This is an optimization exercise on Yosys and OpenROAD, whose aim is small area and a short achievable clock period, not a production implementation. At most, simulation tests tie the RTL to the original design; equivalence was not proved. Power is estimated from default activity; no workload was simulated.

==> flow/design.v <==
module fir_filter (
   input  logic               clk,
   input  logic               rst,
   input  logic signed [15:0] inp,
   output logic signed [39:0] outp
);
   localparam logic [23:0] G_RESET = 24'hFF8000;    
   localparam logic [23:0] G_CONST = 24'hEF0001;
   logic signed [15:0] line [15];
   logic signed [16:0] d;
   logic        [23:0] gs, gc;
   logic        [23:0] ys, yc;
   logic signed [23:0] y;
   logic        [3:0]  cnt;     
   logic               v13;     
   logic        [23:0] xo, do16, nlo, gk;
   logic        [23:0] gs1, gc1, gs2, gc2, gs3, gc3;
   logic        [23:0] ys1, yc1, ys2, yc2, ys3, yc3;
   logic signed [15:0] m13;
   always_comb begin
      xo   = {8'd0, ~inp[15], inp[14:0]};                      
      do16 = {3'd0, ~d[16], d[15:0], 4'd0};                    
      nlo  = {8'd0, line[14][15], ~line[14][14:0]};           
      gk   = G_CONST;
      gs1 = gs ^ gc ^ do16;
      gc1 = ((gs & gc) | (gs & do16) | (gc & do16)) << 1;
      gs2 = gs1 ^ gc1 ^ nlo;
      gc2 = (((gs1 & gc1) | (gs1 & nlo) | (gc1 & nlo)) << 1) | (gk & 24'd1);
      gs3 = gs2 ^ gc2 ^ (xo | (gk & ~24'd1)) ;
      gc3 = ((gs2 & gc2) | (gs2 & (xo | (gk & ~24'd1))) | (gc2 & (xo | (gk & ~24'd1)))) << 1;
      ys1 = ys ^ yc ^ gs;
      yc1 = ((ys & yc) | (ys & gs) | (yc & gs)) << 1;
      ys2 = ys1 ^ yc1 ^ gc;
      yc2 = ((ys1 & yc1) | (ys1 & gc) | (yc1 & gc)) << 1;
      ys3 = ys2 ^ yc2 ^ xo;
      yc3 = ((ys2 & yc2) | (ys2 & xo) | (yc2 & xo)) << 1;
      m13 = v13 ? line[13] : 16'sd0;
   end
   always_ff @(posedge clk) begin
      line[0] <= inp;
      for (int k = 1; k < 14; k++) line[k] <= line[k-1];
      if (rst) begin
         line[14] <= 16'sd0;
         d        <= 17'sd0;
         gs       <= G_RESET;
         gc       <= 24'd0;
         ys       <= 24'd0;
         yc       <= 24'd0;
         y        <= 24'sd0;
         cnt      <= 4'd0;
         v13      <= 1'b0;
      end else begin
         line[14] <= m13;
         d        <= 17'(line[14]) - 17'(m13);
         gs       <= gs3;
         gc       <= gc3;
         ys       <= ys3;
         yc       <= yc3;
         y        <= ys + yc;
         if (cnt != 4'd15) cnt <= cnt + 4'd1;
         v13      <= (cnt >= 4'd13);
      end
   end
   assign outp = 40'(y);
endmodule
make LEC_CHECK=0 CAP_MARGIN=20 CORE_MARGIN=2 CORE_UTILIZATION=40 CTS_BUF_LIST=sky130_fd_sc_hd__clkbuf_16 CTS_CLUSTER_DIAMETER=80 CTS_CLUSTER_SIZE=24 SETUP_SLACK_MARGIN=3.7 SLEW_MARGIN=20 finish   # period 6.0 ns
run.sh (not shown) runs the stock make flow with config.mk's settings and CLKGATE_MAP_FILE= SYNTH_SCRIPT=/design/flow/synth_recipe.tcl, a recipe that flattens the netlist after the stock synthesis.
The baseline went through all stages and came out clean.
Edit:
Settings changed: SETUP_SLACK_MARGIN 3.7 to 3.9.
Design area rises by about 4%.
Clock skew increases by 0.0036 ns.
Non-clock buffer count came out higher by 22.
Clock-buffer cell count rises by 2.
No run of this note included a check of the RTL's function; only the layout flow was run.

---

fir_filter, a different RTL version from the one above (not shown whole).
Size: ~1,000 cells after synthesis, roughly 13,000 µm² of cells after synthesis.
// fir_filter
module fir_filter (
   input  logic               clk,
   input  logic               rst,
   input  logic signed [15:0] inp,
   output logic signed [39:0] outp
);
   localparam logic [23:0] G_RESET = 24'hFF8000;    
   localparam logic [23:0] G_CONST = 24'hEF0001;
   logic signed [15:0] line [15];
   logic        [23:0] ysum;        
   logic        [16:0] dsum;        
   logic signed [16:0] d;
   logic        [23:0] gs, gc;
   logic        [23:0] ys, yc;
   logic signed [23:0] y;
   logic               ysg;     
   logic        [23:0] c23;     
   logic        [3:0]  cnt;     
   logic               v12;     
   logic        [23:0] xo, do16, nlo, gk;
   logic        [23:0] gs1, gc1, gs2, gc2, gs3, gc3;
   logic        [23:0] ys1, yc1, ys2, yc2, ys3, yc3;
   always_comb begin
      xo   = {8'd0, ~inp[15], inp[14:0]};                      
      do16 = {3'd0, ~d[16], d[15:0], 4'd0};                    
      nlo  = {8'd0, line[14][15], ~line[14][14:0]};           
      gk   = G_CONST;
      gs1 = gs ^ gc ^ do16;
      gc1 = ((gs & gc) | (gs & do16) | (gc & do16)) << 1;
      gs2 = gs1 ^ gc1 ^ nlo;
      gc2 = (((gs1 & gc1) | (gs1 & nlo) | (gc1 & nlo)) << 1) | (gk & 24'd1);
      gs3 = gs2 ^ gc2 ^ (xo | (gk & ~24'd1)) ;
      gc3 = ((gs2 & gc2) | (gs2 & (xo | (gk & ~24'd1))) | (gc2 & (xo | (gk & ~24'd1)))) << 1;
      ys1 = ys ^ yc ^ gs;
      yc1 = ((ys & yc) | (ys & gs) | (yc & gs)) << 1;
      ys2 = ys1 ^ yc1 ^ gc;
      yc2 = ((ys1 & yc1) | (ys1 & gc) | (yc1 & gc)) << 1;
      ys3 = ys2 ^ yc2 ^ xo;
      yc3 = ((ys2 & yc2) | (ys2 & xo) | (yc2 & xo)) << 1;
   end
  ...
==> flow/config.mk <==
export PLATFORM = sky130hd
export DESIGN_NAME = fir_filter
export DESIGN_NICKNAME = fir_filter
export VERILOG_FILES = /design/flow/design.v
export SDC_FILE = /design/flow/constraint.sdc
export NUM_CORES = 4
export LEC_CHECK = 0
export CAP_MARGIN = 20
export CORE_MARGIN = 2
export CORE_UTILIZATION = 55
export CTS_BUF_LIST = sky130_fd_sc_hd__clkbuf_16
export CTS_CLUSTER_DIAMETER = 80
export CTS_CLUSTER_SIZE = 24
export SETUP_SLACK_MARGIN = 3.85
export SLEW_MARGIN = 20
==> flow/constraint.sdc <==
create_clock -name core_clock -period 6.0 [get_ports {clk}]
set_input_delay 1.2000 -clock core_clock [delete_from_list [all_inputs] [get_ports {clk}]]
set_output_delay 1.2000 -clock core_clock [all_outputs]
set_load 0.01 [all_outputs]
standard.sh (not shown) runs the stock make flow with config.mk's settings and CLKGATE_MAP_FILE= SYNTH_SCRIPT=/design/flow/synth_recipe.tcl, a recipe that flattens the netlist after the stock synthesis.
==> flow/flow/run.sh <==
#!/bin/bash
# The standard layout with three changes:
#  - the netlist from the standard synthesis gets an inverter-removal pass
#    (flow/polarity.py) and has the full adders on carry-propagate paths split
#    into faster gates (flow/faconv.py), and its two carry-propagate adders
#    rebuilt as parallel-prefix adders (flow/cparebuild.py) before
#    floorplanning; registers and
#    ports are untouched, and the result is kept only if Yosys proves it
#    equivalent to the standard netlist
#  - the ports get plain buffers (buf_2) instead of delay cells
#  - timing repair may resize cells across footprints
set -e
R=orfs/results/sky130hd/fir_filter/base
VARS=(MATCH_CELL_FOOTPRINT=0 "BUFFER_PORTS_ARGS=-buffer_cell sky130_fd_sc_hd__buf_2")
bash standard.sh "${VARS[@]}" synth > synth.log 2>&1
cp $R/1_2_yosys.v before.v
python3 flow/polarity.py before.v pol.v 20000 > polarity.log 2>&1
python3 flow/faconv.py pol.v fa.v >> polarity.log 2>&1
python3 flow/cparebuild.py fa.v after.v >> polarity.log 2>&1
# internal nets of the two netlists must not pair by name: the pass flips some
sed -E 's/\b(_[0-9]{4}_)/\1g/g; s/\b(_pol[0-9]{4}_)/\1g/g; s/\\(dsum|ysum|c23)\[/\\\1g[/g' after.v > after_renamed.v
sed "s#LIBFILE#$FLOW_HOME/platforms/sky130hd/lib/sky130_fd_sc_hd__tt_025C_1v80.lib#" flow/eq.ys > eq.ys
YOSYS=$(command -v yosys || echo /OpenROAD-flow-scripts/tools/install/yosys/bin/yosys)
if "$YOSYS" -q -l eq.log eq.ys > eq_stdout.log 2>&1; then
  echo "equivalence proven, using the pass" >> polarity.log
  cp after.v $R/1_2_yosys.v
  rm -f $R/1_synth.odb $R/1_synth.sdc
else
  echo "equivalence NOT proven, keeping the standard netlist" >> polarity.log
fi
bash standard.sh "${VARS[@]}" finish > standard.log 2>&1
Other scripts of this flow, unchanged in this note and not shown: flow/flow/cparebuild.py, flow/flow/eq.ys, flow/flow/faconv.py, flow/flow/polarity.py
The first run finished clean.
==> next run, changes <==
- SETUP_SLACK_MARGIN: 3.85 -> 3.9
After rerunning: The new run passed the timing, DRC and antenna checks; area after synthesis stays the same; maximum frequency decreases by 0.56%; worst setup slack is worse by 0.012 ns; sequential share of layout area barely changes; routed wire length rises by 1.3%.
==> next run, changes <==
- CORE_UTILIZATION: 55 -> 65
- CTS_CLUSTER_DIAMETER: 80 -> 100
- CTS_CLUSTER_SIZE: 24 -> 30
- SETUP_SLACK_MARGIN: 3.9 -> 3.85
Routed wire length fell slightly.
Clock skew barely changes.
Non-clock buffer count stays the same.
Worst setup slack is better by 0.011 ns.
Fmax rises slightly.
Final cell count decreases by a few percent.
Sequential power stays flat.
Final area fell slightly.
==> next run, changes <==
- CORE_UTILIZATION: 65 -> 55
- CTS_CLUSTER_DIAMETER: 100 -> 80
- CTS_CLUSTER_SIZE: 30 -> 24
- SETUP_SLACK_MARGIN: 3.85 -> 4.05
The changed run completed with no timing, DRC or antenna violations.
Global-route usage shrinks by 1.9 points.
Routed wire length grows by a few percent.
Cell area is higher by a few percent.
Critical path depth does not change.
Synthesized cell count stays the same.
Power is higher by a few percent.
Worst setup slack got worse by 0.022 ns.
Final cell count rose by a few percent.
Count of clock-buffer cells in the layout went up by 4.
Hold slack degrades by 0.0059 ns.
Flip-flop and latch count stays the same.

[afterwards: timing with drivers on the ports]
No port has a modelled driver above. Below, the same layouts with a new extraction and two added sets of constraints. Step 1, drivers: a clkbuf_16 drives clk and a buf_2 each remaining input, both assumed. Step 2 times the ports against the registers' clock, not the clock port: input delays grow and output delays shrink by t, the midpoint of the rising clock arrivals with the driver on. a / b / c = no drivers / after step 1 / after step 2; a / b = the first two.
run	t (ns)	setup WS [ns]	hold WS [ns]	worst slew at a driven data input, ns
the first run of note 1	0.558	3.502 / 3.502 / 3.302	0.321 / 0.321 / 0.321	0.07
the second run of note 1	0.577	3.532 / 3.532 / 3.360	0.316 / 0.316 / 0.316	0.03
the first run of note 2	0.553	3.775 / 3.729 / 3.490	0.310 / 0.310 / 0.310	0.04
the second run of note 2	0.563	3.762 / 3.716 / 3.524	0.312 / 0.312 / 0.312	0.05
the third run of note 2	0.549	3.773 / 3.725 / 3.445	0.326 / 0.326 / 0.326	0.04
the fourth run of note 2	0.566	3.751 / 3.703 / 3.536	0.321 / 0.321 / 0.321	0.03
After both steps setup and hold are still met in every run listed. For the third run of note 2, which loses most, drivers alone change the setup slack by -0.048 ns; drivers and shift together by -0.328 ns.
